Context: an optimization exercise on an open-source flow, tuned for a short achievable clock period. The choices shown serve that exercise and are no tape-out recipe. In this exercise RTL edits were held to simulation tests only and were not proved equivalent to the original. The clock port is modelled as an ideal driver; clocking choices that lean on that would not hold on a real chip. Power is estimated from default activity; no workload was simulated.

## flow/config.mk

```make
export PLATFORM = sky130hd
export DESIGN_NAME = core_complex_fabric
export DESIGN_NICKNAME = core_complex_fabric
export VERILOG_FILES = /design/flow/design.v
export SDC_FILE = /design/flow/constraint.sdc
export NUM_CORES = 4
export LEC_CHECK = 0
export ABC_CLOCK_PERIOD_IN_PS = 2500
export CAP_MARGIN = 20
export CORE_MARGIN = 2
export CORE_UTILIZATION = 40
export SETUP_SLACK_MARGIN = 2.5
export SLEW_MARGIN = 20
export SYNTH_HIERARCHICAL = 1
```

## flow/constraint.sdc

```tcl
create_clock -name core_clock -period 5.0 [get_ports {clk_i}]
set_input_delay 1.0000 -clock core_clock [delete_from_list [all_inputs] [get_ports {clk_i}]]
set_output_delay 1.0000 -clock core_clock [all_outputs]
set_load 0.01 [all_outputs]
```

## flow/design.v

```verilog
`default_nettype none
package offload_pkg;
  typedef logic [31:0] data_t;
  typedef logic [31:0] addr_t;
  typedef logic [4:0]  acc_id_t;
  typedef logic [1:0]  acc_target_t;
  typedef logic [3:0]  strb_t;
  typedef logic [11:0] ssr_word_t;
  localparam acc_target_t TARGET_FPU  = 2'd0;
  localparam acc_target_t TARGET_HIVE = 2'd1;
  localparam acc_target_t TARGET_SSR  = 2'd2;
  localparam int unsigned NUM_TARGETS = 3;
  localparam int unsigned TGT_IDX_W   = $clog2(NUM_TARGETS);
  localparam int unsigned NUM_SSRS      = 3;
  localparam int unsigned NUM_SSR_REGS  = 8;
  localparam int unsigned SSR_DM_SEL_W  = $clog2(NUM_SSRS);
  localparam int unsigned SSR_REG_SEL_W = $clog2(NUM_SSR_REGS);
  localparam logic [31:0] SCFG_MASK    = 32'h0000_707f;
  localparam logic [31:0] SCFGRI_MATCH = 32'h0000_102b;
  localparam logic [31:0] SCFGWI_MATCH = 32'h0000_202b;
  localparam logic [31:0] SCFGR_MATCH  = 32'h0000_502b;
  localparam logic [31:0] SCFGW_MATCH  = 32'h0000_602b;
  localparam int unsigned TCDM_ADDR_WIDTH = 17;
  localparam addr_t       TCDM_MASK       = {32{1'b1}} << TCDM_ADDR_WIDTH;
  localparam int unsigned MEM_RSP_DEPTH   = 4;
  localparam int unsigned MEM_PTR_W       = $clog2(MEM_RSP_DEPTH);
  typedef struct packed {
    acc_target_t target;
    acc_id_t     id;
    data_t       data_op;
    data_t       data_arga;
    data_t       data_argb;
    data_t       data_argc;
  } acc_req_t;
  typedef struct packed {
    acc_id_t id;
    data_t   data;
    logic    error;
  } acc_rsp_t;
  localparam int unsigned ACC_RSP_W = 5 + 32 + 1;
  typedef struct packed {
    addr_t addr;
    data_t wdata;
    logic  write;
    strb_t strb;
  } mem_req_t;
  typedef struct packed {
    data_t rdata;
    logic  error;
  } mem_rsp_t;
  typedef enum logic {
    MEM_SOC  = 1'b0,
    MEM_TCDM = 1'b1
  } mem_port_t;
endpackage
`default_nettype wire
`timescale 1ns/1ps
`default_nettype none
module offload_req_stage
(
  input  logic                   clk_i,
  input  logic                   rst_ni,
  input  offload_pkg::acc_req_t  acc_req_i,
  input  logic                   acc_valid_i,
  output logic                   acc_ready_o,
  output offload_pkg::acc_req_t  tgt_req_o,
  output logic [offload_pkg::NUM_TARGETS-1:0] tgt_valid_o,
  input  logic [offload_pkg::NUM_TARGETS-1:0] tgt_ready_i,
  output logic                   ssr_we_o,
  output logic [offload_pkg::NUM_SSRS*offload_pkg::NUM_SSR_REGS-1:0] ssr_sel_o,
  output offload_pkg::acc_id_t   ssr_rid_o
);
  localparam int unsigned NW = offload_pkg::NUM_SSRS*offload_pkg::NUM_SSR_REGS;
  logic          in_rd_imm, in_wr_imm, in_rd_reg, in_wr_reg, in_write;
  logic [11:0]   in_addr;
  logic          in_range;
  logic [NW-1:0] in_sel;
  logic [offload_pkg::NUM_TARGETS-1:0] in_tgt;
  assign in_rd_imm = (acc_req_i.data_op & offload_pkg::SCFG_MASK) == offload_pkg::SCFGRI_MATCH;
  assign in_wr_imm = (acc_req_i.data_op & offload_pkg::SCFG_MASK) == offload_pkg::SCFGWI_MATCH;
  assign in_rd_reg = (acc_req_i.data_op & offload_pkg::SCFG_MASK) == offload_pkg::SCFGR_MATCH;
  assign in_wr_reg = (acc_req_i.data_op & offload_pkg::SCFG_MASK) == offload_pkg::SCFGW_MATCH;
  assign in_write  = in_wr_imm | in_wr_reg;
  always_comb begin
    if (in_rd_imm || in_wr_imm) begin
      in_addr = acc_req_i.data_op[31:20];
    end else if (in_rd_reg || in_wr_reg) begin
      in_addr = acc_req_i.data_argb[11:0];
    end else begin
      in_addr = '0;
    end
  end
  assign in_range = (in_addr[4:0] < 5'(offload_pkg::NUM_SSRS)) &&
                    (in_addr[11:5] < 7'(offload_pkg::NUM_SSR_REGS));
  always_comb begin
    for (int unsigned w = 0; w < NW; w++) begin
      in_sel[w] = in_range &&
                  (in_addr[1:0] == 2'(w / offload_pkg::NUM_SSR_REGS)) &&
                  (in_addr[7:5] == 3'(w % offload_pkg::NUM_SSR_REGS));
    end
  end
  assign in_tgt[offload_pkg::TARGET_FPU]  = (acc_req_i.target != offload_pkg::TARGET_HIVE) &&
                                            (acc_req_i.target != offload_pkg::TARGET_SSR);
  assign in_tgt[offload_pkg::TARGET_HIVE] = acc_req_i.target == offload_pkg::TARGET_HIVE;
  assign in_tgt[offload_pkg::TARGET_SSR]  = acc_req_i.target == offload_pkg::TARGET_SSR;
  offload_pkg::acc_req_t h_req_q, t_req_q;
  logic                  h_we_q, t_we_q;
  logic [NW-1:0]         h_sel_q, t_sel_q;
  offload_pkg::acc_id_t  h_rid_q, t_rid_q;
  logic [offload_pkg::NUM_TARGETS-1:0] h_vld_q, t_tgt_q;
  logic                  full2_q;
  logic                  stall;
  assign stall       = |(h_vld_q & ~tgt_ready_i);
  assign acc_ready_o = ~full2_q;
  always_ff @(posedge clk_i) begin
    if (rst_ni) begin
      h_vld_q <= '0;
      full2_q <= 1'b0;
    end else begin
      if (!stall) begin
        h_vld_q <= full2_q ? t_tgt_q : (in_tgt & {offload_pkg::NUM_TARGETS{acc_valid_i}});
      end
      full2_q <= stall & (full2_q | acc_valid_i);
    end
  end
  always_ff @(posedge clk_i) begin
    if (!stall) begin
      h_req_q <= full2_q ? t_req_q : acc_req_i;
      h_we_q  <= full2_q ? t_we_q  : (in_write & in_range);
      h_sel_q <= full2_q ? t_sel_q : in_sel;
      h_rid_q <= full2_q ? t_rid_q : (in_write ? offload_pkg::acc_id_t'(0) : acc_req_i.id);
    end
    if (!full2_q) begin
      t_req_q <= acc_req_i;
      t_we_q  <= in_write & in_range;
      t_sel_q <= in_sel;
      t_rid_q <= in_write ? offload_pkg::acc_id_t'(0) : acc_req_i.id;
      t_tgt_q <= in_tgt;
    end
  end
  assign tgt_req_o   = h_req_q;
  assign tgt_valid_o = h_vld_q;
  assign ssr_we_o    = h_we_q;
  assign ssr_sel_o   = h_sel_q;
  assign ssr_rid_o   = h_rid_q;
endmodule
`default_nettype wire
`timescale 1ns/1ps
`default_nettype none
module ssr_cfg_unit
(
  input  logic     clk_i,
  input  logic     rst_ni,
  input  offload_pkg::acc_req_t req_i,
  input  logic     valid_i,
  output logic     ready_o,
  input  logic     we_i,
  input  logic [offload_pkg::NUM_SSRS*offload_pkg::NUM_SSR_REGS-1:0] sel_i,
  input  offload_pkg::acc_id_t  rid_i,
  output offload_pkg::acc_rsp_t rsp_o,
  output logic     rsp_valid_o,
  output logic     rsp_valid_d_o,
  input  logic     rsp_ready_i
);
  localparam int unsigned NW = offload_pkg::NUM_SSRS*offload_pkg::NUM_SSR_REGS;
  logic [NW-1:0][31:0]    cfg_q;
  logic                   pend_we_q;
  logic [NW-1:0]          pend_sel_q;
  offload_pkg::data_t     pend_data_q;
  offload_pkg::acc_rsp_t  rsp_q;
  logic                   rsp_valid_q;
  offload_pkg::data_t     rdata, fdata;
  logic                   fwd;
  logic                   req_hs;
  always_comb begin
    fdata = '0;
    for (int unsigned w = 0; w < NW; w++) begin
      fdata = fdata | (cfg_q[w] & {32{sel_i[w]}});
    end
  end
  assign fwd   = pend_we_q & |(pend_sel_q & sel_i);
  assign rdata = fwd ? pend_data_q : fdata;
  assign ready_o = ~rsp_valid_q | rsp_ready_i;
  assign req_hs  = valid_i & ready_o;
  always_ff @(posedge clk_i) begin
    if (rst_ni) begin
      pend_we_q <= 1'b0;
    end else begin
      pend_we_q <= req_hs & we_i;
    end
  end
  always_ff @(posedge clk_i) begin
    pend_sel_q  <= sel_i;
    pend_data_q <= req_i.data_arga;
  end
  always_ff @(posedge clk_i) begin
    if (rst_ni) begin
      cfg_q <= '0;
    end else begin
      for (int unsigned w = 0; w < NW; w++) begin
        if (pend_we_q && pend_sel_q[w]) begin
          cfg_q[w] <= pend_data_q;
        end
      end
    end
  end
  always_comb begin
    if (rst_ni) begin
      rsp_valid_d_o = 1'b0;
    end else if (req_hs) begin
      rsp_valid_d_o = 1'b1;
    end else if (rsp_ready_i) begin
      rsp_valid_d_o = 1'b0;
    end else begin
      rsp_valid_d_o = rsp_valid_q;
    end
  end
  always_ff @(posedge clk_i) begin
    rsp_valid_q <= rsp_valid_d_o;
  end
  always_ff @(posedge clk_i) begin
    if (req_hs) begin
      rsp_q.id    <= rid_i;
      rsp_q.data  <= rdata;
      rsp_q.error <= 1'b0;
    end
  end
  assign rsp_o       = rsp_q;
  assign rsp_valid_o = rsp_valid_q;
endmodule
`default_nettype wire
`timescale 1ns/1ps
`default_nettype none
module offload_rsp_arbiter
(
  input  logic                              clk_i,
  input  logic                              rst_ni,
  input  logic [offload_pkg::NUM_TARGETS*offload_pkg::ACC_RSP_W-1:0] src_rsp_i,
  input  logic     [offload_pkg::NUM_TARGETS-1:0]        src_valid_i,
  input  logic                              ssr_valid_d_i,
  output logic     [offload_pkg::NUM_TARGETS-1:0]        src_ready_o,
  output offload_pkg::acc_rsp_t                          rsp_o,
  output logic                              rsp_valid_o,
  input  logic                              rsp_ready_i
);
  offload_pkg::acc_rsp_t  rsp_q, rsp_d;
  logic                   rsp_valid_q;
  logic [2:0]             last_q, gnt, v;
  logic                   any_gnt;
  logic                   load_en;
  assign v = src_valid_i;
  assign load_en = ~rsp_valid_q | rsp_ready_i;
  assign gnt[0] = v[0] & (last_q[2] | (last_q[1] & ~v[2]) | (last_q[0] & ~v[2] & ~v[1]));
  assign gnt[1] = v[1] & (last_q[0] | (last_q[2] & ~v[0]) | (last_q[1] & ~v[0] & ~v[2]));
  assign gnt[2] = v[2] & (last_q[1] | (last_q[0] & ~v[1]) | (last_q[2] & ~v[1] & ~v[0]));
  assign any_gnt = |v;
  assign src_ready_o[2] = gnt[2] & load_en;
  logic fa_q, fa_n_q, fb_n_q, le_out, sel0, sel1;
  logic [2:0] last_d;
  always_comb begin
    if (rst_ni) begin
      last_d = 3'b100;
    end else if (load_en && any_gnt) begin
      last_d = gnt;
    end else begin
      last_d = last_q;
    end
  end
  always_ff @(posedge clk_i) begin
    fa_q   <= last_d[2] | (last_d[1] & ~ssr_valid_d_i);
    fa_n_q <= ~(last_d[2] | (last_d[1] & ~ssr_valid_d_i));
    fb_n_q <= ~(last_d[0] & ~ssr_valid_d_i);
  end
  cc_nand2b u_le   (.a_n(rsp_ready_i), .b(rsp_valid_q), .y(le_out));
  cc_nor2   u_sel0 (.a(v[1]), .b(fb_n_q), .y(sel0));
  cc_nor2   u_sel1 (.a(v[0]), .b(fa_n_q), .y(sel1));
  cc_o211a  u_rdy0 (.a1(fa_q), .a2(sel0), .b1(v[0]), .c1(le_out), .x(src_ready_o[0]));
  cc_o211a  u_rdy1 (.a1(last_q[0]), .a2(sel1), .b1(v[1]), .c1(le_out), .x(src_ready_o[1]));
  always_comb begin
    rsp_d = '0;
    for (int unsigned s = 0; s < 3; s++) begin
      rsp_d = rsp_d | (src_rsp_i[s*offload_pkg::ACC_RSP_W +: offload_pkg::ACC_RSP_W] &
                       {offload_pkg::ACC_RSP_W{gnt[s]}});
    end
  end
  always_ff @(posedge clk_i) begin
    if (rst_ni) begin
      rsp_valid_q <= 1'b0;
    end else if (load_en) begin
      rsp_valid_q <= any_gnt;
    end
  end
  always_ff @(posedge clk_i) begin
    last_q <= last_d;
  end
  always_ff @(posedge clk_i) begin
    if (load_en && any_gnt) begin
      rsp_q <= rsp_d;
    end
  end
  assign rsp_o       = rsp_q;
  assign rsp_valid_o = rsp_valid_q;
endmodule
`default_nettype wire
`timescale 1ns/1ps
`default_nettype none
module mem_route
(
  input  logic     clk_i,
  input  logic     rst_ni,
  input  offload_pkg::addr_t    tcdm_base_i,
  input  offload_pkg::mem_req_t core_req_i,
  input  logic     core_valid_i,
  output logic     core_ready_o,
  output offload_pkg::mem_rsp_t core_rsp_o,
  output logic     core_rsp_valid_o,
  output offload_pkg::mem_req_t tcdm_req_o,
  output logic     tcdm_valid_o,
  input  logic     tcdm_ready_i,
  input  offload_pkg::mem_rsp_t tcdm_rsp_i,
  input  logic     tcdm_rsp_valid_i,
  output logic     tcdm_rsp_ready_o,
  output offload_pkg::mem_req_t soc_req_o,
  output logic     soc_valid_o,
  input  logic     soc_ready_i,
  input  offload_pkg::mem_rsp_t soc_rsp_i,
  input  logic     soc_rsp_valid_i,
  output logic     soc_rsp_ready_o
);
  localparam int unsigned D = offload_pkg::MEM_RSP_DEPTH;
  logic [D-1:0] port_q;    
  logic [D-1:0] cnt_q;     
  logic         hr_tcdm_q, hr_soc_q;
  logic [D-1:0] port_a, port_d, cnt_a, cnt_d;
  logic [D:0]   cnt_ext;
  logic         is_tcdm;
  logic         push, pop;
  localparam int unsigned NSEL = 6;
  logic [NSEL-1:0] rsp_sel_t_q, rsp_sel_s_q;
  localparam int unsigned NB = 32 - offload_pkg::TCDM_ADDR_WIDTH;   
  localparam int unsigned NT = 4;   
  logic [NT-1:0]   pair_eq_a, pair_eq_b;
  logic            win_ne_v, win_ne_r, win_ne_int;
  logic            vld_nf_n, tr_nf_n, sr_nf_n, not_full;
  for (genvar t = 0; t < NT; t++) begin : g_tree
    logic [NB-1:0] bit_eq;
    logic [3:0]    grp_ne;
    for (genvar i = 0; i < NB; i++) begin : g_bit
      cc_xnor2 u_eq (.a(core_req_i.addr[offload_pkg::TCDM_ADDR_WIDTH+i]),
                     .b(tcdm_base_i[offload_pkg::TCDM_ADDR_WIDTH+i]), .y(bit_eq[i]));
    end
    cc_nand4 u_ne0 (.a(bit_eq[0]),  .b(bit_eq[1]),  .c(bit_eq[2]),  .d(bit_eq[3]),  .y(grp_ne[0]));
    cc_nand4 u_ne1 (.a(bit_eq[4]),  .b(bit_eq[5]),  .c(bit_eq[6]),  .d(bit_eq[7]),  .y(grp_ne[1]));
    cc_nand4 u_ne2 (.a(bit_eq[8]),  .b(bit_eq[9]),  .c(bit_eq[10]), .d(bit_eq[11]), .y(grp_ne[2]));
    cc_nand3 u_ne3 (.a(bit_eq[12]), .b(bit_eq[13]), .c(bit_eq[14]), .y(grp_ne[3]));
    cc_nor2  u_pair_a (.a(grp_ne[0]), .b(grp_ne[1]), .y(pair_eq_a[t]));
    cc_nor2  u_pair_b (.a(grp_ne[2]), .b(grp_ne[3]), .y(pair_eq_b[t]));
  end
  cc_nand2 u_win_ne_v   (.a(pair_eq_a[0]), .b(pair_eq_b[0]), .y(win_ne_v));
  cc_nand2 u_win_ne_r   (.a(pair_eq_a[2]), .b(pair_eq_b[2]), .y(win_ne_r));
  cc_nand2 u_win_ne_int (.a(pair_eq_a[3]), .b(pair_eq_b[3]), .y(win_ne_int));
  assign not_full = ~cnt_q[D-1];
  cc_nand2 u_vld_nf (.a(core_valid_i), .b(not_full), .y(vld_nf_n));
  cc_nand2 u_tr_nf  (.a(tcdm_ready_i), .b(not_full), .y(tr_nf_n));
  cc_nand2 u_sr_nf  (.a(soc_ready_i),  .b(not_full), .y(sr_nf_n));
  assign is_tcdm = ~win_ne_int;
  assign tcdm_req_o   = core_req_i;
  assign soc_req_o    = core_req_i;
  cc_nor2  u_tcdm_vld (.a(win_ne_v), .b(vld_nf_n), .y(tcdm_valid_o));
  cc_a21oi u_soc_vld (.a1(pair_eq_a[1]), .a2(pair_eq_b[1]), .b1(vld_nf_n), .y(soc_valid_o));
  cc_mux2i u_ready (.s(win_ne_r), .a0(tr_nf_n), .a1(sr_nf_n), .y(core_ready_o));
  assign push         = core_valid_i & ~cnt_q[D-1] & (is_tcdm ? tcdm_ready_i : soc_ready_i);
  assign tcdm_rsp_ready_o = hr_tcdm_q;
  assign soc_rsp_ready_o  = hr_soc_q;
  assign core_rsp_valid_o = (tcdm_rsp_valid_i & hr_tcdm_q) | (soc_rsp_valid_i & hr_soc_q);
  for (genvar c = 0; c < NSEL; c++) begin : g_sel
    cc_dff u_sel_t (.clk_i(clk_i), .d_i(port_d[0]),  .q_o(rsp_sel_t_q[c]));
    cc_dff u_sel_s (.clk_i(clk_i), .d_i(~port_d[0]), .q_o(rsp_sel_s_q[c]));
  end
  for (genvar k = 0; k < 33; k++) begin : g_rsp
    cc_a22o u_rsp (.a1(tcdm_rsp_i[k]), .a2(rsp_sel_t_q[k % NSEL]),
                   .b1(soc_rsp_i[k]),  .b2(rsp_sel_s_q[k % NSEL]), .x(core_rsp_o[k]));
  end
  assign pop              = core_rsp_valid_o;
  always_comb begin
    if (pop) begin
      port_a = {1'b0, port_q[D-1:1]};
      cnt_a  = {1'b0, cnt_q[D-1:1]};
    end else begin
      port_a = port_q;
      cnt_a  = cnt_q;
    end
    port_d  = port_a;
    cnt_ext = {cnt_a, 1'b1};
    for (int unsigned k = 0; k < D; k++) begin
      if (push && !cnt_a[k] && cnt_ext[k]) begin
        port_d[k] = is_tcdm;
      end
    end
    cnt_d = push ? {cnt_a[D-2:0], 1'b1} : cnt_a;
  end
  always_ff @(posedge clk_i) begin
    if (rst_ni) begin
      cnt_q     <= '0;
      hr_tcdm_q <= 1'b0;
      hr_soc_q  <= 1'b0;
    end else begin
      cnt_q     <= cnt_d;
      hr_tcdm_q <= cnt_d[0] & port_d[0];
      hr_soc_q  <= cnt_d[0] & ~port_d[0];
    end
  end
  always_ff @(posedge clk_i) begin
    port_q <= port_d;
  end
endmodule
`default_nettype wire
`timescale 1ns/1ps
`default_nettype none
module core_complex_fabric
(
  input  logic     clk_i,
  input  logic     rst_ni,
  input  offload_pkg::acc_req_t acc_req_i,
  input  logic     acc_valid_i,
  output logic     acc_ready_o,
  output offload_pkg::acc_rsp_t acc_rsp_o,
  output logic     acc_rsp_valid_o,
  input  logic     acc_rsp_ready_i,
  output offload_pkg::acc_req_t fpu_req_o,
  output logic     fpu_valid_o,
  input  logic     fpu_ready_i,
  input  offload_pkg::acc_rsp_t fpu_rsp_i,
  input  logic     fpu_rsp_valid_i,
  output logic     fpu_rsp_ready_o,
  output offload_pkg::acc_req_t hive_req_o,
  output logic     hive_valid_o,
  input  logic     hive_ready_i,
  input  offload_pkg::acc_rsp_t hive_rsp_i,
  input  logic     hive_rsp_valid_i,
  output logic     hive_rsp_ready_o,
  input  offload_pkg::addr_t    tcdm_base_i,
  input  offload_pkg::mem_req_t core_req_i,
  input  logic     core_valid_i,
  output logic     core_ready_o,
  output offload_pkg::mem_rsp_t core_rsp_o,
  output logic     core_rsp_valid_o,
  output offload_pkg::mem_req_t tcdm_req_o,
  output logic     tcdm_valid_o,
  input  logic     tcdm_ready_i,
  input  offload_pkg::mem_rsp_t tcdm_rsp_i,
  input  logic     tcdm_rsp_valid_i,
  output logic     tcdm_rsp_ready_o,
  output offload_pkg::mem_req_t soc_req_o,
  output logic     soc_valid_o,
  input  logic     soc_ready_i,
  input  offload_pkg::mem_rsp_t soc_rsp_i,
  input  logic     soc_rsp_valid_i,
  output logic     soc_rsp_ready_o
);
  offload_pkg::acc_req_t                   tgt_req;
  logic     [offload_pkg::NUM_TARGETS-1:0] tgt_valid, tgt_ready;
  offload_pkg::acc_rsp_t                   ssr_rsp;
  logic                       ssr_rsp_valid, ssr_rsp_valid_d;
  logic [offload_pkg::NUM_TARGETS*offload_pkg::ACC_RSP_W-1:0] src_rsp;
  logic                       ssr_we;
  logic [offload_pkg::NUM_SSRS*offload_pkg::NUM_SSR_REGS-1:0] ssr_sel;
  offload_pkg::acc_id_t       ssr_rid;
  logic     [offload_pkg::NUM_TARGETS-1:0] src_valid, src_ready;
  offload_req_stage i_offload_req_stage (
    .clk_i       (clk_i),
    .rst_ni      (rst_ni),
    .acc_req_i   (acc_req_i),
    .acc_valid_i (acc_valid_i),
    .acc_ready_o (acc_ready_o),
    .tgt_req_o   (tgt_req),
    .tgt_valid_o (tgt_valid),
    .tgt_ready_i (tgt_ready),
    .ssr_we_o    (ssr_we),
    .ssr_sel_o   (ssr_sel),
    .ssr_rid_o   (ssr_rid)
  );
  assign fpu_req_o    = tgt_req;
  assign hive_req_o   = tgt_req;
  assign fpu_valid_o  = tgt_valid[offload_pkg::TARGET_FPU];
  assign hive_valid_o = tgt_valid[offload_pkg::TARGET_HIVE];
  assign tgt_ready[offload_pkg::TARGET_FPU]  = fpu_ready_i;
  assign tgt_ready[offload_pkg::TARGET_HIVE] = hive_ready_i;
  ssr_cfg_unit i_ssr_cfg_unit (
    .clk_i       (clk_i),
    .rst_ni      (rst_ni),
    .req_i       (tgt_req),
    .valid_i     (tgt_valid[offload_pkg::TARGET_SSR]),
    .ready_o     (tgt_ready[offload_pkg::TARGET_SSR]),
    .we_i        (ssr_we),
    .sel_i       (ssr_sel),
    .rid_i       (ssr_rid),
    .rsp_o       (ssr_rsp),
    .rsp_valid_o (ssr_rsp_valid),
    .rsp_valid_d_o (ssr_rsp_valid_d),
    .rsp_ready_i (src_ready[offload_pkg::TARGET_SSR])
  );
  assign src_rsp   = {ssr_rsp, hive_rsp_i, fpu_rsp_i};
  assign src_valid = {ssr_rsp_valid, hive_rsp_valid_i, fpu_rsp_valid_i};
  assign fpu_rsp_ready_o  = src_ready[offload_pkg::TARGET_FPU];
  assign hive_rsp_ready_o = src_ready[offload_pkg::TARGET_HIVE];
  offload_rsp_arbiter i_offload_rsp_arbiter (
    .clk_i       (clk_i),
    .rst_ni      (rst_ni),
    .src_rsp_i   (src_rsp),
    .src_valid_i (src_valid),
    .ssr_valid_d_i (ssr_rsp_valid_d),
    .src_ready_o (src_ready),
    .rsp_o       (acc_rsp_o),
    .rsp_valid_o (acc_rsp_valid_o),
    .rsp_ready_i (acc_rsp_ready_i)
  );
  mem_route i_mem_route (
    .clk_i            (clk_i),
    .rst_ni           (rst_ni),
    .tcdm_base_i      (tcdm_base_i),
    .core_req_i       (core_req_i),
    .core_valid_i     (core_valid_i),
    .core_ready_o     (core_ready_o),
    .core_rsp_o       (core_rsp_o),
    .core_rsp_valid_o (core_rsp_valid_o),
    .tcdm_req_o       (tcdm_req_o),
    .tcdm_valid_o     (tcdm_valid_o),
    .tcdm_ready_i     (tcdm_ready_i),
    .tcdm_rsp_i       (tcdm_rsp_i),
    .tcdm_rsp_valid_i (tcdm_rsp_valid_i),
    .tcdm_rsp_ready_o (tcdm_rsp_ready_o),
    .soc_req_o        (soc_req_o),
    .soc_valid_o      (soc_valid_o),
    .soc_ready_i      (soc_ready_i),
    .soc_rsp_i        (soc_rsp_i),
    .soc_rsp_valid_i  (soc_rsp_valid_i),
    .soc_rsp_ready_o  (soc_rsp_ready_o)
  );
endmodule
`default_nettype wire
`default_nettype none
module cc_xnor2 (input logic a, input logic b, output logic y);
  assign y = ~(a ^ b);
endmodule
module cc_nand3 (input logic a, input logic b, input logic c, output logic y);
  assign y = ~(a & b & c);
endmodule
module cc_nand4 (input logic a, input logic b, input logic c, input logic d, output logic y);
  assign y = ~(a & b & c & d);
endmodule
module cc_a22o (input logic a1, input logic a2, input logic b1, input logic b2, output logic x);
  assign x = (a1 & a2) | (b1 & b2);
endmodule
module cc_nor3 (input logic a, input logic b, input logic c, output logic y);
  assign y = ~(a | b | c);
endmodule
module cc_nor2 (input logic a, input logic b, output logic y);
  assign y = ~(a | b);
endmodule
module cc_nand2 (input logic a, input logic b, output logic y);
  assign y = ~(a & b);
endmodule
module cc_a21oi (input logic a1, input logic a2, input logic b1, output logic y);
  assign y = ~((a1 & a2) | b1);
endmodule
module cc_mux2i (input logic s, input logic a0, input logic a1, output logic y);
  assign y = ~(s ? a1 : a0);
endmodule
module cc_nand2b (input logic a_n, input logic b, output logic y);
  assign y = ~(~a_n & b);
endmodule
module cc_o211a (input logic a1, input logic a2, input logic b1, input logic c1, output logic x);
  assign x = (a1 | a2) & b1 & c1;
endmodule
module cc_dff (input logic clk_i, input logic d_i, output logic q_o);
  always_ff @(posedge clk_i) begin
    q_o <= d_i;
  end
endmodule
`default_nettype wire
```

## flow/run.sh

```bash
#!/bin/bash
# synth_recipe.tcl (not shown) runs the flow's synth.tcl, then flattens the netlist and writes it again
# the make line also repeats each setting of config.mk as NAME=value (left out here)
make -C /OpenROAD-flow-scripts/flow DESIGN_CONFIG=/design/flow/config.mk WORK_HOME=/design/flow/orfs CLKGATE_MAP_FILE= SYNTH_SCRIPT=/design/flow/synth_recipe.tcl finish
```

==> results.txt, run 1 <==
Logic synthesis:
- The number of flip-flops and latches in the synthesized netlist is 1267.
- In the synthesized netlist the dominant register cell turns out to be sky130_fd_sc_hd__dfxtp_1.
- Counting flops with an async set or reset pin after synthesis yields a share of 0%.
- The top cell type's share of synthesized area is 40.3%.
- The sequential element share of the synthesized area is 54.9%.
- The number of standard cells after synthesis is 5548.
- The synthesized netlist occupies a cell area of 0.0507 mm^2.
- Yosys mapped a number of flops with a built-in enable equal to 246.
- The largest area contributor in the synthesized netlist is sky130_fd_sc_hd__dfxtp_1.
- The number of warning messages in the yosys log is 11.
- By area the synthesized netlist is led by sky130_fd_sc_hd__dfxtp_1 40%, sky130_fd_sc_hd__edfxtp_1 15%, sky130_fd_sc_hd__nand2_1 13%.
- The synthesized area divided by synthesized cell count is 9.14 um^2.
- The number of nets in the synthesized netlist is 5941.
- After synthesis, the netlist uses 66 different library cells.

Clock network:
- CTS built an H-tree with a depth of 4.
- Clock latency on the worst-skew pair, taken at its later pin, is 0.77 ns.
- The clock sink total is 1267.
- The count of hold buffers inserted by post-cts repair is 0.
- TritonCTS built the clock tree.
- Clock tree synthesis inserted a total of 137 buffers.
- After clock tree synthesis, the clock-pin slew on the worst setup and hold paths is 0.06 ns.
- Clock tree synthesis selected as its root buffer the cell sky130_fd_sc_hd__clkbuf_16.
- The buffer levels on the longest clock path is 3.

Timing:
- Timing would allow up to 328 MHz.
- Dividing the final minimum period by the clock period gives 61.1%.
- Headroom to the max-slew limit came out at 16.2%.
- Setup repair after global routing could not meet its margin everywhere.
- The time the final worst path needs with I/O delays and setup is 3.05 ns.
- The post-route setup TNS is 0 ns.
- The final number of max-transition violations is 0.
- The count of final hold-check violations came to 0.
- Across the routed clock network, the largest skew measured is 0.0289 ns.
- The tightest hold path in the finished design has a slack of 0.384 ns.
- The final-report setup violation count is 0.
- The slew at the pin closest to its max-slew limit is 1.25 ns.

Route:
- In the routed layout, each cell is associated on average with a via count of 5.82.
- Wires add up to 224000 um.
- The via count of the routed design is 44400.
- The length of the first detailed-routing pass in iterations is 10.
- In this run, the number of DRC markers left after iteration 0 of detailed routing was 5898.
- The DRC violation count after routing is 0.
- The detail route stage leaves a number of antenna-violating nets equal to 0.
- The average wire length per cell after detail routing is 29.3 um.

Worst setup path:
- In this design, the stage delay of the slowest critical-path cell is 0.24 ns.
- The type of the worst setup path is in -> out.
- The data required time of the critical path is 4.00 ns.
- The number of buffers and inverters on the critical path is 2.
- Data on the critical path arrives at its endpoint at 2.05 ns.
- STA classifies the critical path startpoint as a primary input.
- Counting stages on the worst path, the most repeated cell is sky130_fd_sc_hd__buf_2.
- The maximum net fanout on the critical path is 4.
- Traced cell by cell, the critical path runs through buf_2 > xnor2_2 > nand4_1 > nor2_1 > nand2_1 > mux2i_2 > buf_2.
- The largest delay contributor family on the critical path is buffers and inverters.
- The critical path's slowest cell is sky130_fd_sc_hd__mux2i_2.
- The critical path endpoint category is a primary output.

Die:
- The die height is 360 um.
- 882 I/O pins were placed.
- The die width is 360 um.
- The starting density of the core is 40.3%.
- The die covers 0.130 mm^2.
- The cell row count is 130.
- The total area inside the core boundary comes to 0.126 mm^2.

GRT:
- The aggregate global-route resource usage is 33.2%.
- Entering global routing, the biggest net connects 173 pins.
- The number of global-route vias before repair was 41500.
- The first-pass GRT wire length is 311000 um.
- The initial antenna violation count came to 10.
- The overall overflow remaining after global route is 0.

Run:
- Max-cap violations in this run came to 0.

Power and ir drop:
- The static power due to leakage is 22.3 nW.
- The cell area power density is 391 mW/mm^2.
- The worst-case IR drop observed on VDD is 0.356 mV.

Layout:
- For this run, the post-layout net count is 6258.
- The area added between synthesis and finish is 23.0%.
- The fraction of layout cells with a size suffix above 1 is 16.4%.

Placed design:
- The count of buffers added on input and output ports is 702.
- The weighted congestion reported at the end of routability-driven placement is 0.962.
- The wire-length estimate of the detail-placed layout is 141000 um.

Worst hold path:
- In this run the worst hold path is classified as reg -> reg.

Status:
- The flow ran to the end and the layout has no timing, DRC or antenna violations.
==> stage by stage <==
step | instances | cell area [um^2] | power, mW | setup WS (ns) | util, %
6_report | 7630 | 62400 | 24.4 | 1.95 | 49.6
5_1_grt | 7625 | 62400 | 25.0 | 1.92 | 49.6
4_1_cts | 7614 | 62100 | 24.4 | 1.94 | 49.4
3_5_place_dp | 7267 | 57000 | 14.1 | 0.903 | 45.4
3_3_place_gp | 7267 | 57000 | 14.1 | 0.903 | 45.4
2_1_floorplan | 5548 | 50900 | 12.6 | 1.37 | -
==> report_power, final <==
part	switching [mW]	internal (mW)	total (mW)
Combinational	1.69	1.09	2.78
Clock	4.36	6.10	10.5
Sequential	0.321	10.9	11.2
==> Yosys stat by module, one instance, submodules excluded, excerpt <==
module | copies in the design | flops+latches | area, um^2 | cells
cc_a21oi | 1 | 0 | 8.76 | 1
cc_nand4 | 12 | 0 | 6.26 | 1
cc_a22o | 33 | 0 | 8.76 | 1
ssr_cfg_unit | 1 | 863 | 34100 | 4283
cc_nand3 | 4 | 0 | 5.00 | 1
cc_xnor2 | 60 | 0 | 8.76 | 1
mem_route | 1 | 10 | 1530 | 187
cc_nand2 | 6 | 0 | 3.75 | 1
cc_dff | 12 | 1 | 20.0 | 1
cc_mux2i | 1 | 0 | 10.0 | 1
core_complex_fabric | 1 | 0 | 1010 | 135
cc_nand2b | 1 | 0 | 6.26 | 1
==> placed cells by master (no fill, tap or decap), types with 12 or more instances in the layout <==
| cell type | count |
|---|---|
| sky130_fd_sc_hd__clkdlybuf4s15_1 | 167 |
| sky130_fd_sc_hd__dlygate4sd2_1 | 84 |
| sky130_fd_sc_hd__nor2_1 | 18 |
| sky130_fd_sc_hd__dfxtp_1 | 1005 |
| sky130_fd_sc_hd__clkbuf_2 | 34 |
| sky130_fd_sc_hd__buf_12 | 12 |
| sky130_fd_sc_hd__a221oi_1 | 64 |
| sky130_fd_sc_hd__inv_1 | 52 |
| sky130_fd_sc_hd__clkbuf_16 | 143 |
| sky130_fd_sc_hd__and2_2 | 19 |
| sky130_fd_sc_hd__nand4_1 | 44 |
| sky130_fd_sc_hd__a22oi_1 | 271 |
| sky130_fd_sc_hd__mux2_2 | 124 |
| sky130_fd_sc_hd__clkinv_2 | 20 |
| sky130_fd_sc_hd__clkdlybuf4s50_1 | 216 |
| sky130_fd_sc_hd__xnor2_1 | 45 |
| sky130_fd_sc_hd__nor3_1 | 24 |
| sky130_fd_sc_hd__clkdlybuf4s15_2 | 23 |
| sky130_fd_sc_hd__a311oi_1 | 32 |
| sky130_fd_sc_hd__a21oi_1 | 778 |
| sky130_fd_sc_hd__o31ai_2 | 13 |
| sky130_fd_sc_hd__o21ai_0 | 16 |
| sky130_fd_sc_hd__buf_6 | 107 |
| sky130_fd_sc_hd__edfxtp_1 | 246 |
| sky130_fd_sc_hd__xnor2_2 | 16 |
| sky130_fd_sc_hd__clkbuf_8 | 18 |
| sky130_fd_sc_hd__a41oi_2 | 31 |
| sky130_fd_sc_hd__buf_2 | 103 |
| sky130_fd_sc_hd__nand2_1 | 1686 |
| sky130_fd_sc_hd__a22o_1 | 96 |
| sky130_fd_sc_hd__clkbuf_1 | 36 |
| sky130_fd_sc_hd__buf_4 | 200 |
| sky130_fd_sc_hd__a222oi_1 | 38 |
==> cell type report <==
| type | count | area, um^2 |
|---|---|---|
| Antenna cell | 5 | 12.5 |
| Clock buffer | 196 | 3940 |
| Clock inverter | 53 | 672 |
| Fill cell | 11700 | 63300 |
| Inverter | 54 | 208 |
| Multi-Input combinational cell | 3449 | 19000 |
| Sequential cell | 1267 | 27900 |
| Tap cell | 1650 | 2060 |
| Timing Repair Buffer | 956 | 8630 |
==> final timing paths <==
check / startpoint / end / slack [ns] / cells after the start
worst min-delay path: i_offload_req_stage.h_req_q[84] / i_ssr_cfg_unit.pend_data_q[20] / 0.38 / 0
worst max-delay path: tcdm_base_i[24] / core_ready_o / 1.95 / 7
worst min register to register: i_offload_req_stage.h_req_q[84] / i_ssr_cfg_unit.pend_data_q[20] / 0.38 / 0
worst max register to register: i_offload_req_stage.h_sel_q[22] / i_ssr_cfg_unit.rsp_q[4] / 2.44 / 5
==> cells in the mapped netlist (13+ instances only) <==
cell	n
sky130_fd_sc_hd__a21oi_1	778
sky130_fd_sc_hd__a221oi_1	64
sky130_fd_sc_hd__a222oi_1	38
sky130_fd_sc_hd__a22o_1	98
sky130_fd_sc_hd__a22oi_1	271
sky130_fd_sc_hd__a311oi_1	32
sky130_fd_sc_hd__a41oi_2	30
sky130_fd_sc_hd__and2_1	27
sky130_fd_sc_hd__buf_2	144
sky130_fd_sc_hd__buf_4	274
sky130_fd_sc_hd__clkbuf_1	341
sky130_fd_sc_hd__dfxtp_1	1021
sky130_fd_sc_hd__edfxtp_1	246
sky130_fd_sc_hd__inv_1	53
sky130_fd_sc_hd__mux2_2	124
sky130_fd_sc_hd__nand2_1	1697
sky130_fd_sc_hd__nand2b_1	13
sky130_fd_sc_hd__nand4_1	44
sky130_fd_sc_hd__nor2_1	22
sky130_fd_sc_hd__nor3_1	35
sky130_fd_sc_hd__o21ai_0	16
sky130_fd_sc_hd__o31ai_1	13
sky130_fd_sc_hd__xnor2_1	61
==> sequential cells by signal, summed over array words and instances, names as in the netlist, 6 cells and up <==
register                       flops
i_ssr_cfg_unit.rsp_q              37
i_ssr_cfg_unit.pend_sel_q         24
i_offload_req_stage.t_sel_q       24
i_offload_req_stage.h_req_q      135
i_offload_rsp_arbiter.rsp_q       38
i_mem_route.g_sel.u_sel_s.q_o      6
i_offload_req_stage.h_sel_q       24
i_offload_req_stage.t_req_q      135
i_ssr_cfg_unit.pend_data_q        32
i_mem_route.g_sel.u_sel_t.q_o      6
i_ssr_cfg_unit.cfg_q             768
==> cell families after synthesis <==
group | count (synthesis) | synth area share, %
AO/OA/AOI/OAI | 1387 | 18.0
XOR/XNOR | 61 | 1.05
adder cells (fa/ha/maj) | 2 | 0.0493
buffers and inverters | 834 | 8.69
flip-flops | 1267 | 54.9
multiplexers | 127 | 2.82
other | 1 | 0.00739
AND/OR/NAND/NOR | 1869 | 14.6
==> repair_timing <==
item / in CTS / in global routing
buffers inserted: 96 / 8
gates cloned: 2 / 2
pin swaps: 53 / 49
gates resized for setup: 1425 / 138
endpoints found under the setup margin: 629 / 308
==> per-layer routing <==
layer | up-vias | routed length [um] | GRT usage (%)
met5 | - | 237 | 0.999
met4 | 12 | 16000 | 20.3
met2 | 3046 | 98100 | 50.8
met3 | 706 | 27900 | 10.6
met1 | 21300 | 81400 | 40.4
li1 | 19400 | - | -
==> run 2, diff against run 1 <==
==> flow/flow/run.sh (new file) <==
#!/bin/bash
# Own layout flow: the standard synthesis unchanged, then the
# standard ORFS layout with
#  - sizing not tied to cell footprints (MATCH_CELL_FOOTPRINT=0),
#  - delay cells kept out of the layout (added to DONT_USE_CELLS),
#  - the ports of the memory window compare kept together (io.tcl),
#  - a greedy gate-sizing pass after CTS and after global routing
#    (post_cts.tcl, post_grt.tcl, sizer.tcl).
# Each step's full output goes to a log in this folder (and ORFS's own
# per-step logs under orfs/logs).
set -euo pipefail
cd "$(dirname "$0")/.."
W=$PWD

# 1. Standard synthesis, unchanged
bash standard.sh synth > "$W/log_synth.txt" 2>&1

# 2. Layout: the standard make command with extra settings
export DONT_USE_CELLS="sky130_fd_sc_hd__clkdlybuf4s15_1 sky130_fd_sc_hd__clkdlybuf4s15_2 sky130_fd_sc_hd__clkdlybuf4s18_1 sky130_fd_sc_hd__clkdlybuf4s18_2 sky130_fd_sc_hd__clkdlybuf4s25_1 sky130_fd_sc_hd__clkdlybuf4s25_2 sky130_fd_sc_hd__clkdlybuf4s50_1 sky130_fd_sc_hd__clkdlybuf4s50_2 sky130_fd_sc_hd__dlymetal6s2s_1 sky130_fd_sc_hd__dlymetal6s4s_1 sky130_fd_sc_hd__dlymetal6s6s_1 sky130_fd_sc_hd__dlygate4sd1_1 sky130_fd_sc_hd__dlygate4sd2_1 sky130_fd_sc_hd__dlygate4sd3_1"
export PRE_IO_PLACEMENT_TCL="$W/flow/io.tcl"
export POST_CTS_TCL="$W/flow/post_cts.tcl"
export POST_GLOBAL_ROUTE_TCL="$W/flow/post_grt.tcl"
sed "s|\"\${@:-finish}\"|MATCH_CELL_FOOTPRINT=0 \"\${@:-finish}\"|" standard.sh > "$W/layout.sh"
bash "$W/layout.sh" finish > "$W/log_layout.txt" 2>&1
==> flow/flow/io.tcl (new file) <==
# Keep the ports of the memory route's window compare together on the
# die edge, so the compare logic sits next to all of them.
set crit {}
for {set i 17} {$i <= 31} {incr i} {
  lappend crit "core_req_i\[[expr {$i + 37}]\]" "tcdm_base_i\[$i\]"
}
lappend crit core_valid_i tcdm_ready_i soc_ready_i core_ready_o tcdm_valid_o soc_valid_o
set_io_pin_constraint -group -order -pin_names $crit
==> flow/flow/post_cts.tcl (new file) <==
# After CTS and its timing repair: greedy sizing on the worst paths,
# then legalize.
source [file join [file dirname [info script]] sizer.tcl]
estimate_parasitics -placement
puts "bench post_cts start ws [worst_slack -max]"
my_greedy_size 12 1 {estimate_parasitics -placement}
detailed_placement
check_placement -verbose
estimate_parasitics -placement
puts "bench post_cts end ws [worst_slack -max]"
==> flow/flow/post_grt.tcl (new file) <==
# After global routing and its timing repair: greedy sizing with the
# global-route parasitics, then legalize, route the changed nets and
# write the guides again.
source [file join [file dirname [info script]] sizer.tcl]
puts "bench post_grt start ws [worst_slack -max]"
global_route -start_incremental
my_greedy_size 12 1 {estimate_parasitics -global_routing}
detailed_placement
global_route -end_incremental -congestion_report_file $::env(REPORTS_DIR)/congestion_post_bench_size.rpt
estimate_parasitics -global_routing
check_placement -verbose
puts "bench post_grt end ws [worst_slack -max]"
write_guides $::env(RESULTS_DIR)/route.guide
==> flow/flow/sizer.tcl (new file) <==
# Greedy gate sizing on the worst paths: for each instance on a path,
# try the other drive strengths of its cell (any buffer for a buffer)
# and keep the one that gives the best worst slack. Flip-flops and clock
# cells are left alone.
proc my_path_insts {n} {
  set insts {}
  foreach pe [find_timing_paths -path_delay max -group_path_count $n -endpoint_path_count 1] {
    foreach p [get_property $pe points] {
      set inst [get_cells -quiet -of_objects [get_property $p pin]]
      if {$inst eq ""} continue
      set name [get_full_name $inst]
      if {[lsearch -exact $insts $name] < 0} { lappend insts $name }
    }
  }
  return $insts
}

proc my_candidates {cur} {
  regsub {_[0-9]+$} $cur "" base
  if {[regexp {__(buf|clkdlybuf4s[0-9]+|dlymetal6s[0-9]+s|dlygate4sd[0-9]+)$} $base]} {
    return [get_lib_cells */sky130_fd_sc_hd__buf_*]
  }
  return [get_lib_cells */${base}_*]
}

# est: the command that refreshes parasitics after a change
proc my_ws {est} {
  eval $est
  return [worst_slack -max]
}

# Drive strengths next to the current one (two below, two above)
proc my_near {cur cands} {
  set names {}
  foreach lc $cands { lappend names [get_name $lc] }
  set names [lsort -dictionary $names]
  if {[regexp {__buf_} $cur]} { return $names }
  set i [lsearch -exact $names $cur]
  if {$i < 0} { return $names }
  return [lrange $names [expr {max(0, $i - 2)}] [expr {$i + 2}]]
}

proc my_greedy_size {rounds npaths est} {
  for {set r 0} {$r < $rounds} {incr r} {
    set improved 0
    foreach iname [my_path_insts $npaths] {
      set inst [get_cells $iname]
      set cur [get_property $inst ref_name]
      if {[regexp {df|dl[a-z]*x|clkbuf|clkinv|tap|fill|decap|diode|conb} $cur]} continue
      set best_ws [my_ws $est]
      set best $cur
      foreach cand [my_near $cur [my_candidates $cur]] {
        if {$cand eq $cur} continue
        replace_cell $inst $cand
        set ws [my_ws $est]
        if {$ws > $best_ws + 1e-4} {
          set best_ws $ws
          set best $cand
        }
      }
      replace_cell $inst $best
      eval $est
      if {$best ne $cur} {
        set improved 1
        puts "my_size $iname $cur -> $best ws [format %.4f $best_ws]"
      }
    }
    if {!$improved} break
  }
}
==> flow/standard.sh (new file) <==
#!/bin/bash
# synth_recipe.tcl (not shown) runs the flow's synth.tcl, then flattens the netlist and writes it again
# the make line also repeats each setting of config.mk as NAME=value (left out here)
make -C /OpenROAD-flow-scripts/flow DESIGN_CONFIG=/design/flow/config.mk WORK_HOME=/design/flow/orfs CLKGATE_MAP_FILE= SYNTH_SCRIPT=/design/flow/synth_recipe.tcl "${@:-finish}"
removed: flow/run.sh
==> run 2 against run 1 <==
Compared with the run above: critical path type unchanged; cell count down 0.39%; via count down 0.78%; clock-buffer cell count down 2; largest cell class unchanged; worst hold slack better by 0.015 ns; sequential power about the same; clock power about the same; critical path depth up 1; clock skew up 0.021 ns.
==> results.txt, run 2 <==
Placed design:
- The placed cell area was 0.0570 mm^2 (about the same).
- The weighted congestion reported at the end of routability-driven placement is 0.939 (was 0.962).
- The estimated wirelength of the detail-placed design is 138000 um (was 141000 um).
- The worst slack at placement is 1.00 ns (was 0.903 ns).
- The number of port buffers is 702 (unchanged).

Timing:
- The final number of max-transition violations is 0 (unchanged).
- The relative max-transition margin is 26.9% (was 16.2%).
- The final-report setup violation count is 0 (unchanged).
- The count of final hold-check violations is 0 (unchanged).
- The time the final worst path needs with I/O delays and setup is 2.92 ns (was 3.05 ns).
- The slew at the pin closest to its max-slew limit came to 1.09 ns (was 1.25 ns).
- The post-route setup TNS is 0 ns (unchanged).
- The worst hold margin is 0.398 ns (was 0.384 ns).
- The final worst-path cycle share is 58.5% (was 61.1%).
- The worst path setup slack after routing is 2.08 ns (was 1.95 ns).
- The clock skew came to 0.0503 ns (was 0.0289 ns).
- The maximum clock frequency came to 342 MHz (was 328 MHz).

Die:
- The cell row count is 130 (unchanged).
- The starting density of the core was 40.3% (unchanged).
- The area enclosed by the die boundary is 0.130 mm^2 (unchanged).
- The I/O pin count is 882 (unchanged).
- The die height is 360 um (unchanged).
- The die width is 360 um (unchanged).
- The placeable core area was 0.126 mm^2 (unchanged).

Worst setup path:
- The critical path's slowest cell is sky130_fd_sc_hd__xnor2_1 (was sky130_fd_sc_hd__mux2i_2).
- The type of the worst setup path is in -> out (unchanged).
- The logic depth of the worst register-to-register path was 6 (was 5).
- The data required time of the critical path is 4.00 ns (about the same).
- The critical path endpoint category is a primary output (unchanged).
- The reg2reg setup slack was 2.39 ns (was 2.44 ns).
- The signal arrival time at the worst endpoint is 1.92 ns (was 2.05 ns).
- The critical register-to-register path endpoint is i_ssr_cfg_unit.rsp_q[3] (was i_ssr_cfg_unit.rsp_q[4]).
- The kind of start point of the critical path is a primary input (unchanged).
- The maximum net fanout on the critical path is 3 (was 4).
- The longest individual stage delay on the worst path was 0.14 ns (was 0.24 ns).
- Critical path, cell by cell: buf_12 > buf_6 > xnor2_1 > nand4_1 > nor2_1 > nand2_1 > nor2_2 > buf_2 (was buf_2 > xnor2_2 > nand4_1 > nor2_1 > nand2_1 > mux2i_2 > buf_2).
- The start of the worst register-to-register path is i_offload_req_stage.h_sel_q[11] (was i_offload_req_stage.h_sel_q[22]).

GRT:
- The first-pass GRT wire length came to 305000 um (was 311000 um).
- The number of global-route vias before repair is 41100 (was 41500).
- The overall overflow remaining after global route came to 0 (unchanged).
- The initial antenna violation count came to 13 (was 10).
- The largest net degree at the start of global routing is 149 (was 173).
- The aggregate global-route resource usage came to 32.5% (was 33.2%).

Clock network:
- The clock sink total was 1267 (unchanged).
- The TritonCTS clock tree was yes (unchanged).
- The clock slew seen by the registers of the worst setup and hold paths is 0.06 ns (about the same).
- The latest clock arrival within the worst-skew pair is 0.79 ns (was 0.77 ns).

Route:
- The count of nets left with antenna violations after detail routing was 0 (unchanged).
- The routed length on met2 was 97400 um (was 98100 um).
- The top layer used by detailed routing is met5 (unchanged).
- The DRC violation count after routing is 0 (unchanged).
- The sum of met3 wire segment lengths after detailed routing is 29100 um (was 27900 um).
- The via count of the routed design is 44100 (was 44400).
- The total routed wirelength is 220000 um (was 224000 um).
- The detailed-route wire length on metal 1 came to 79400 um (was 81400 um).
- The average wire length per cell after detail routing is 29.0 um (was 29.3 um).
- The length of the first detailed-routing pass in iterations came to 9 (was 10).
- The average via count per standard cell was 5.80 (was 5.82).
- The first-iteration detailed-routing DRC count is 6215 (was 5898).

Logic synthesis:
- The compound-gate portion of the synthesized area is 18.0% (unchanged).
- The area fraction in and, or, nand and nor cells after synthesis was 14.5% (unchanged).
- The adder-cell share of the synthesized area is 0.0493% (unchanged).
- The count of flip-flops with a built-in enable after synthesis came to 246 (unchanged).
- The number of warning messages in the yosys log is 11 (unchanged).
- The top cell type's share of synthesized area is 40.3% (unchanged).
- The largest area contributor in the synthesized netlist was sky130_fd_sc_hd__dfxtp_1 (unchanged).
- The proportion of register bits with asynchronous set or reset after synthesis is 0% (unchanged).
- The synthesized area divided by synthesized cell count is 9.14 um^2 (unchanged).
- The combinational family with the most area after synthesis was compound AO/OA/AOI/OAI gates (unchanged).
- Synth top cells by count: 1697 x sky130_fd_sc_hd__nand2_1, 1021 x sky130_fd_sc_hd__dfxtp_1, 778 x sky130_fd_sc_hd__a21oi_1 (unchanged).
- The multiplexer share of the synthesized area came to 2.82% (unchanged).
- The number of standard cells after synthesis was 5548 (unchanged).
- Ranking of synthesized cells by area: sky130_fd_sc_hd__dfxtp_1 40%, sky130_fd_sc_hd__edfxtp_1 15%, sky130_fd_sc_hd__nand2_1 13% (unchanged).
- The number of nets in the synthesized netlist came to 5941 (unchanged).
- The dominant synthesized flop cell is sky130_fd_sc_hd__dfxtp_1 (unchanged).
- The area share of xor/xnor cells in the synthesized design is 1.05% (unchanged).
- The synthesized area is 0.0507 mm^2 (unchanged).
- The number of distinct standard cells referenced by the synthesized netlist is 66 (unchanged).
- The most numerous cell in the Yosys netlist was sky130_fd_sc_hd__nand2_1 (unchanged).
- The number of flip-flops and latches in the synthesized netlist is 1267 (unchanged).
- The sequential element share of the synthesized area is 54.9% (unchanged).

Layout:
- The area added between synthesis and finish is 25.5% (was 23.0%).
- The register name with the most flops is i_ssr_cfg_unit.cfg_q (unchanged).
- The combined flip-flop and latch cell area was 0.0279 mm^2 (about the same).
- The number of filler cells placed in the layout was 11400 (was 11700).
- The area of the multi-input gates is 0.0191 mm^2 (was 0.0190 mm^2).
- The fraction of layout cells with a size suffix above 1 is 14.2% (was 16.4%).
- The commonest non-fill, non-tap cell in the layout was sky130_fd_sc_hd__nand2_1 (unchanged).
- The flip-flop count of the largest register, all copies and words added is 768 (unchanged).
- Most used cells in the layout excluding fill and tap cells: 1680 x sky130_fd_sc_hd__nand2_1, 1003 x sky130_fd_sc_hd__dfxtp_1, 778 x sky130_fd_sc_hd__a21oi_1 (was 1686 x sky130_fd_sc_hd__nand2_1, 1005 x sky130_fd_sc_hd__dfxtp_1, 778 x sky130_fd_sc_hd__a21oi_1).
- The number of nets at the end of the flow was 6227 (was 6258).
- The final instance area is 0.0636 mm^2 (was 0.0624 mm^2).
- The post-layout utilization of the core is 50.6% (was 49.6%).
- Largest registers: i_ssr_cfg_unit.cfg_q (768), i_offload_req_stage.h_req_q (135), i_offload_req_stage.t_req_q (135) (unchanged).

Worst hold path:
- The type of the worst min-delay path is reg -> reg (unchanged).
- The cell depth of the worst hold path came to 0 (unchanged).
- The sink of the worst hold path is i_ssr_cfg_unit.pend_data_q[20] (unchanged).
- The startpoint of the lowest-slack hold path is i_offload_req_stage.h_req_q[84] (unchanged).

Power and ir drop:
- The highest ir drop seen on vdd was 0.364 mV (was 0.356 mV).
- The static power due to leakage is 25.3 nW (was 22.3 nW).
- The cell area power density is 381 mW/mm^2 (was 391 mW/mm^2).

Status:
- Status: complete, no violations (unchanged).

Run:
- The number of maximum-capacitance constraint violations is 0 (unchanged).
## run 2: cell counts after synthesis
No cell type changed its count.
## run 2: cells by family (layout without fill, tap and decap cells)
| kind of cell | Yosys count | count (layout) |
|---|---|---|
| simple gates | 1869 | 1869 |
| compound gates | 1387 | 1388 |
| flops | 1267 | 1267 |
| buf+inv | 834 | 1229 |
| mux | 127 | 127 |
| xor+xnor | 61 | 61 |
| fa+ha+maj | 2 | 2 |
| other cells | 1 | 7 |
## run 2: worst max-delay path: cells and delay by family
family / cells / cell delay (ns)
XOR/XNOR: 1 / 0.14
buffers and inverters: 3 / 0.36
AND/OR/NAND/NOR: 4 / 0.42
## run 2: worst max path at each step
| stage | from | endpoint | cells past startpoint |
|---|---|---|---|
| 2_1_floorplan | fpu_rsp_valid_i | i_offload_req_stage.h_req_q[0] | 7 |
| 3_3_place_gp | core_req_i[64] | core_ready_o | 7 |
| 3_5_place_dp | core_req_i[59] | core_ready_o | 7 |
| 6_report | tcdm_base_i[26] | tcdm_valid_o | 8 |
## run 2: power by group
group | switching [mW] | internal [mW] | leakage (nW) | total [mW]
Clock | 4.37 | 5.87 | 2.21 | 10.2
Combinational | 1.69 | 1.17 | 12.2 | 2.86
Sequential | 0.287 | 10.9 | 10.9 | 11.2
Total | 6.34 | 17.9 | 25.3 | 24.2
## run 2: through the flow
step / total power, mW / cells
final: 24.2 / 7600
after detailed placement: 14.1 / 7261
after global placement: 14.1 / 7261
after floorplan: 12.6 / 5548
## run 2: cell type report
cell class	instances	area share [%]
flip-flops and latches	1267	43.8
multi-input cells	3448	30.0
repair buffers	925	15.5
clock buffers	194	6.14
well taps	1650	3.24
clock inverters	56	0.908
inverters	54	0.324
diodes	6	0.0236
## run 2: per-layer routing
metal / global-route usage [%] / vias up
met5: 1.04 / -
met4: 17.9 / 14
met3: 11.1 / 601
met2: 50.3 / 3093
met1: 39.5 / 21000
li1: - / 19400
## run 2: Yosys stat by module, one instance, submodules excluded, excerpt
| module | cell area, um^2 | cells |
|---|---|---|
| core_complex_fabric | 1010 | 135 |
| cc_a21oi | 8.76 | 1 |
| cc_dff | 20.0 | 1 |
| cc_nand4 | 6.26 | 1 |
| cc_nand2 | 3.75 | 1 |
| cc_nor2 | 3.75 | 1 |
| cc_nand3 | 5.00 | 1 |
| cc_a22o | 8.76 | 1 |
| offload_rsp_arbiter | 2040 | 157 |
==> run 3, diff against run 2 <==
--- a/flow/design.v
+++ b/flow/design.v
@@ -15,6 +15,7 @@
   localparam int unsigned NUM_SSR_REGS  = 8;
   localparam int unsigned SSR_DM_SEL_W  = $clog2(NUM_SSRS);
   localparam int unsigned SSR_REG_SEL_W = $clog2(NUM_SSR_REGS);
+  localparam int unsigned NSC           = 4;
   localparam logic [31:0] SCFG_MASK    = 32'h0000_707f;
   localparam logic [31:0] SCFGRI_MATCH = 32'h0000_102b;
   localparam logic [31:0] SCFGWI_MATCH = 32'h0000_202b;
@@ -67,7 +68,7 @@
   output logic [offload_pkg::NUM_TARGETS-1:0] tgt_valid_o,
   input  logic [offload_pkg::NUM_TARGETS-1:0] tgt_ready_i,
   output logic                   ssr_we_o,
-  output logic [offload_pkg::NUM_SSRS*offload_pkg::NUM_SSR_REGS-1:0] ssr_sel_o,
+  output logic [offload_pkg::NSC:0][offload_pkg::NUM_SSRS*offload_pkg::NUM_SSR_REGS-1:0] ssr_sel_o,
   output offload_pkg::acc_id_t   ssr_rid_o
 );
   localparam int unsigned NW = offload_pkg::NUM_SSRS*offload_pkg::NUM_SSR_REGS;
@@ -105,7 +106,7 @@
   assign in_tgt[offload_pkg::TARGET_SSR]  = acc_req_i.target == offload_pkg::TARGET_SSR;
   offload_pkg::acc_req_t h_req_q, t_req_q;
   logic                  h_we_q, t_we_q;
-  logic [NW-1:0]         h_sel_q, t_sel_q;
+  logic [NW-1:0]         t_sel_q;
   offload_pkg::acc_id_t  h_rid_q, t_rid_q;
   logic [offload_pkg::NUM_TARGETS-1:0] h_vld_q, t_tgt_q;
   logic                  full2_q;
@@ -127,7 +128,6 @@
     if (!stall) begin
       h_req_q <= full2_q ? t_req_q : acc_req_i;
       h_we_q  <= full2_q ? t_we_q  : (in_write & in_range);
-      h_sel_q <= full2_q ? t_sel_q : in_sel;
       h_rid_q <= full2_q ? t_rid_q : (in_write ? offload_pkg::acc_id_t'(0) : acc_req_i.id);
     end
     if (!full2_q) begin
@@ -141,7 +141,10 @@
   assign tgt_req_o   = h_req_q;
   assign tgt_valid_o = h_vld_q;
   assign ssr_we_o    = h_we_q;
-  assign ssr_sel_o   = h_sel_q;
+  for (genvar c = 0; c <= offload_pkg::NSC; c++) begin : g_hsel
+    cc_edffv #(.W(NW)) u_h_sel (.clk_i(clk_i), .en_i(!stall),
+                                .d_i(full2_q ? t_sel_q : in_sel), .q_o(ssr_sel_o[c]));
+  end
   assign ssr_rid_o   = h_rid_q;
 endmodule
 `default_nettype wire
@@ -155,7 +158,7 @@
   input  logic     valid_i,
   output logic     ready_o,
   input  logic     we_i,
-  input  logic [offload_pkg::NUM_SSRS*offload_pkg::NUM_SSR_REGS-1:0] sel_i,
+  input  logic [offload_pkg::NSC:0][offload_pkg::NUM_SSRS*offload_pkg::NUM_SSR_REGS-1:0] sel_i,
   input  offload_pkg::acc_id_t  rid_i,
   output offload_pkg::acc_rsp_t rsp_o,
   output logic     rsp_valid_o,
@@ -174,11 +177,13 @@
   logic                   req_hs;
   always_comb begin
     fdata = '0;
-    for (int unsigned w = 0; w < NW; w++) begin
-      fdata = fdata | (cfg_q[w] & {32{sel_i[w]}});
+    for (int unsigned b = 0; b < 32; b++) begin
+      for (int unsigned w = 0; w < NW; w++) begin
+        fdata[b] = fdata[b] | (cfg_q[w][b] & sel_i[b / 8][w]);
+      end
     end
   end
-  assign fwd   = pend_we_q & |(pend_sel_q & sel_i);
+  assign fwd   = pend_we_q & |(pend_sel_q & sel_i[offload_pkg::NSC]);
   assign rdata = fwd ? pend_data_q : fdata;
   assign ready_o = ~rsp_valid_q | rsp_ready_i;
   assign req_hs  = valid_i & ready_o;
@@ -190,7 +195,7 @@
     end
   end
   always_ff @(posedge clk_i) begin
-    pend_sel_q  <= sel_i;
+    pend_sel_q  <= sel_i[offload_pkg::NSC];
     pend_data_q <= req_i.data_arga;
   end
   always_ff @(posedge clk_i) begin
@@ -464,7 +469,7 @@
   logic                       ssr_rsp_valid, ssr_rsp_valid_d;
   logic [offload_pkg::NUM_TARGETS*offload_pkg::ACC_RSP_W-1:0] src_rsp;
   logic                       ssr_we;
-  logic [offload_pkg::NUM_SSRS*offload_pkg::NUM_SSR_REGS-1:0] ssr_sel;
+  logic [offload_pkg::NSC:0][offload_pkg::NUM_SSRS*offload_pkg::NUM_SSR_REGS-1:0] ssr_sel;
   offload_pkg::acc_id_t       ssr_rid;
   logic     [offload_pkg::NUM_TARGETS-1:0] src_valid, src_ready;
   offload_req_stage i_offload_req_stage (
@@ -573,6 +578,18 @@
 module cc_o211a (input logic a1, input logic a2, input logic b1, input logic c1, output logic x);
   assign x = (a1 | a2) & b1 & c1;
 endmodule
+module cc_edffv #(parameter int unsigned W = 1) (
+  input  logic         clk_i,
+  input  logic         en_i,
+  input  logic [W-1:0] d_i,
+  output logic [W-1:0] q_o
+);
+  always_ff @(posedge clk_i) begin
+    if (en_i) begin
+      q_o <= d_i;
+    end
+  end
+endmodule
 module cc_dff (input logic clk_i, input logic d_i, output logic q_o);
   always_ff @(posedge clk_i) begin
     q_o <= d_i;
--- a/flow/flow/run.sh
+++ b/flow/flow/run.sh
@@ -2,7 +2,8 @@
 # Own layout flow: the standard synthesis unchanged, then the
 # standard ORFS layout with
 #  - sizing not tied to cell footprints (MATCH_CELL_FOOTPRINT=0),
-#  - delay cells kept out of the layout (added to DONT_USE_CELLS),
+#  - delay cells kept out of the layout (added to DONT_USE_CELLS), and
+#    the port buffers made of plain buffers (BUFFER_PORTS_ARGS),
 #  - the ports of the memory window compare kept together (io.tcl),
 #  - a greedy gate-sizing pass after CTS and after global routing
 #    (post_cts.tcl, post_grt.tcl, sizer.tcl).
@@ -17,6 +18,7 @@
 
 # 2. Layout: the standard make command with extra settings
 export DONT_USE_CELLS="sky130_fd_sc_hd__clkdlybuf4s15_1 sky130_fd_sc_hd__clkdlybuf4s15_2 sky130_fd_sc_hd__clkdlybuf4s18_1 sky130_fd_sc_hd__clkdlybuf4s18_2 sky130_fd_sc_hd__clkdlybuf4s25_1 sky130_fd_sc_hd__clkdlybuf4s25_2 sky130_fd_sc_hd__clkdlybuf4s50_1 sky130_fd_sc_hd__clkdlybuf4s50_2 sky130_fd_sc_hd__dlymetal6s2s_1 sky130_fd_sc_hd__dlymetal6s4s_1 sky130_fd_sc_hd__dlymetal6s6s_1 sky130_fd_sc_hd__dlygate4sd1_1 sky130_fd_sc_hd__dlygate4sd2_1 sky130_fd_sc_hd__dlygate4sd3_1"
+export BUFFER_PORTS_ARGS="-buffer_cell sky130_fd_sc_hd__buf_4"
 export PRE_IO_PLACEMENT_TCL="$W/flow/io.tcl"
 export POST_CTS_TCL="$W/flow/post_cts.tcl"
 export POST_GLOBAL_ROUTE_TCL="$W/flow/post_grt.tcl"
==> run 3 against run 2 <==
Compared with the run above: still clean on timing, DRC and antenna; register-to-register slack improved by 0.11 ns; power increased by 6.8%; via count rose by 0.39%; cell count rose by 2.3%.
==> results.txt, run 3 <==
Worst setup path:
- The critical path endpoint category was a primary output (unchanged).
- The type of the worst setup path is in -> out (unchanged).
- The longest individual stage delay on the worst path is 0.17 ns (was 0.14 ns).
- The largest delay contributor family on the critical path is simple AND/OR/NAND/NOR gates (unchanged).
- The data required time of the critical path was 4.00 ns (about the same).
- The number of buffers and inverters on the critical path is 2 (was 3).

Layout:
- The fraction of layout cells with a size suffix above 1 is 22.6% (was 14.2%).
- The number of standard cells in the final layout excluding fillers is 7775 (was 7600).
- The flip-flop count of the largest register, all copies and words added is 768 (unchanged).
- The post-layout utilization of the core came to 48.1% (was 50.6%).
- The number of nets at the end of the flow is 6276 (was 6227).

Power and ir drop:
- The sum of internal, switching and leakage power is 25.9 mW (was 24.2 mW).

Timing:
- The time the final worst path needs with I/O delays and setup came to 2.94 ns (was 2.92 ns).
- The final number of max-transition violations is 0 (unchanged).
- The post-route setup TNS came to 0 ns (unchanged).

Route:
- The average wire length per cell after detail routing came to 26.4 um (was 29.0 um).
- The via count of the routed design is 44300 (was 44100).
- The total routed wirelength is 205000 um (was 220000 um).

Placed design:
- The number of port buffers is 702 (unchanged).
- The estimated wirelength of the detail-placed design came to 127000 um (was 138000 um).

Logic synthesis:
- The top cell type's share of synthesized area came to 37.9% (was 40.3%).
- The number of nets in the synthesized netlist was 6048 (was 5941).
- The area fraction in and, or, nand and nor cells after synthesis was 13.9% (was 14.5%).
- The number of flip-flops and latches in the synthesized netlist is 1363 (was 1267).

Status:
- Status: complete, no violations (unchanged).

GRT:
- The overall overflow remaining after global route was 0 (unchanged).
- The largest net degree at the start of global routing is 138 (was 149).
- The first-pass GRT wire length is 289000 um (was 305000 um).

Clock network:
- The clock slew seen by the registers of the worst setup and hold paths is 0.06 ns (about the same).
- The latest clock arrival within the worst-skew pair is 0.79 ns (about the same).

Die:
- The cell row count is 134 (was 130).
- The area enclosed by the die boundary is 0.138 mm^2 (was 0.130 mm^2).
- The placeable core area came to 0.134 mm^2 (was 0.126 mm^2).

Run:
- The number of maximum-capacitance constraint violations is 0 (unchanged).
[run 3: cell types whose count changed after synthesis, moves of 6 or more]
cell                       change
sky130_fd_sc_hd__and2_0        +7
sky130_fd_sc_hd__and2_1        -7
sky130_fd_sc_hd__buf_2        +35
sky130_fd_sc_hd__clkbuf_1     -42
sky130_fd_sc_hd__edfxtp_1     +96
sky130_fd_sc_hd__inv_1         -6
sky130_fd_sc_hd__o31ai_2       +8
[run 3: routing by layer]
metal	up-vias	share of wire [%]	track usage, %
li1	19700	-	-
met1	21400	39	38.3
met4	0	4.8	12.6
met5	-	0	0
met2	2657	45	44.5
met3	524	11	6.76
[run 3: modules after synthesis, one instance, submodules excluded, excerpt]
module | flip-flops and latches | cell area [um^2] | copies in the design
cc_o211a | 0 | 10.0 | 2
cc_nand2 | 0 | 3.75 | 6
cc_mux2i | 0 | 10.0 | 1
offload_req_stage | 313 | 10300 | 1
cc_a22o | 0 | 8.76 | 33
ssr_cfg_unit | 863 | 34100 | 1
core_complex_fabric | 0 | 1010 | 1
offload_rsp_arbiter | 45 | 2040 | 1
cc_nand2b | 0 | 6.26 | 1
cc_xnor2 | 0 | 8.76 | 60
cc_nor2 | 0 | 3.75 | 11
cc_nand3 | 0 | 5.00 | 4
cc_a21oi | 0 | 8.76 | 1
cc_nand4 | 0 | 6.26 | 12
mem_route | 10 | 1530 | 1
[run 3: area by class of cell]
| cell class | instances | area share, % |
|---|---|---|
| clock buffer | 210 | 6.57 |
| tap | 1768 | 3.44 |
| timing repair buffer | 857 | 10.9 |
| sequential | 1363 | 47.9 |
| clock inverter | 61 | 1.01 |
| multi-input combinational | 3465 | 29.9 |
| antenna | 3 | 0.0117 |
| inverter | 48 | 0.286 |
[run 3: worst min path at each step]
stage / cells past startpoint / startpoint / to
floorplan: 0 / i_offload_req_stage.g_hsel[4].u_h_sel.q_o[0] / i_ssr_cfg_unit.pend_sel_q[0]
global placement: 0 / i_offload_req_stage.g_hsel[4].u_h_sel.q_o[5] / i_ssr_cfg_unit.pend_sel_q[5]
detailed placement: 0 / i_offload_req_stage.g_hsel[4].u_h_sel.q_o[11] / i_ssr_cfg_unit.pend_sel_q[11]
finish: 0 / i_offload_req_stage.g_hsel[4].u_h_sel.q_o[20] / i_ssr_cfg_unit.pend_sel_q[20]
[run 3: power by group]
part / switching, mW / total [mW] / internal [mW]
registers: 0.774 / 12.6 / 11.9
logic: 1.21 / 2.22 / 1.01
clock network: 4.63 / 11.1 / 6.42
total: 6.62 / 25.9 / 19.3
[run 3: cells by family after synthesis]
logic type	after synthesis
AND/OR/NAND/NOR	1882
adder cells (fa/ha/maj)	2
buffers and inverters	828
flip-flops	1363
multiplexers	134
other	1
XOR/XNOR	61
AO/OA/AOI/OAI	1384

Check on run 3: ideal ports give 2.057 ns setup slack; a clkbuf_16 on the clock port and buf_2 on the inputs give 2.010 ns; moving port delays by the midpoint clock arrival (0.855 ns) as well gives 1.676 ns.
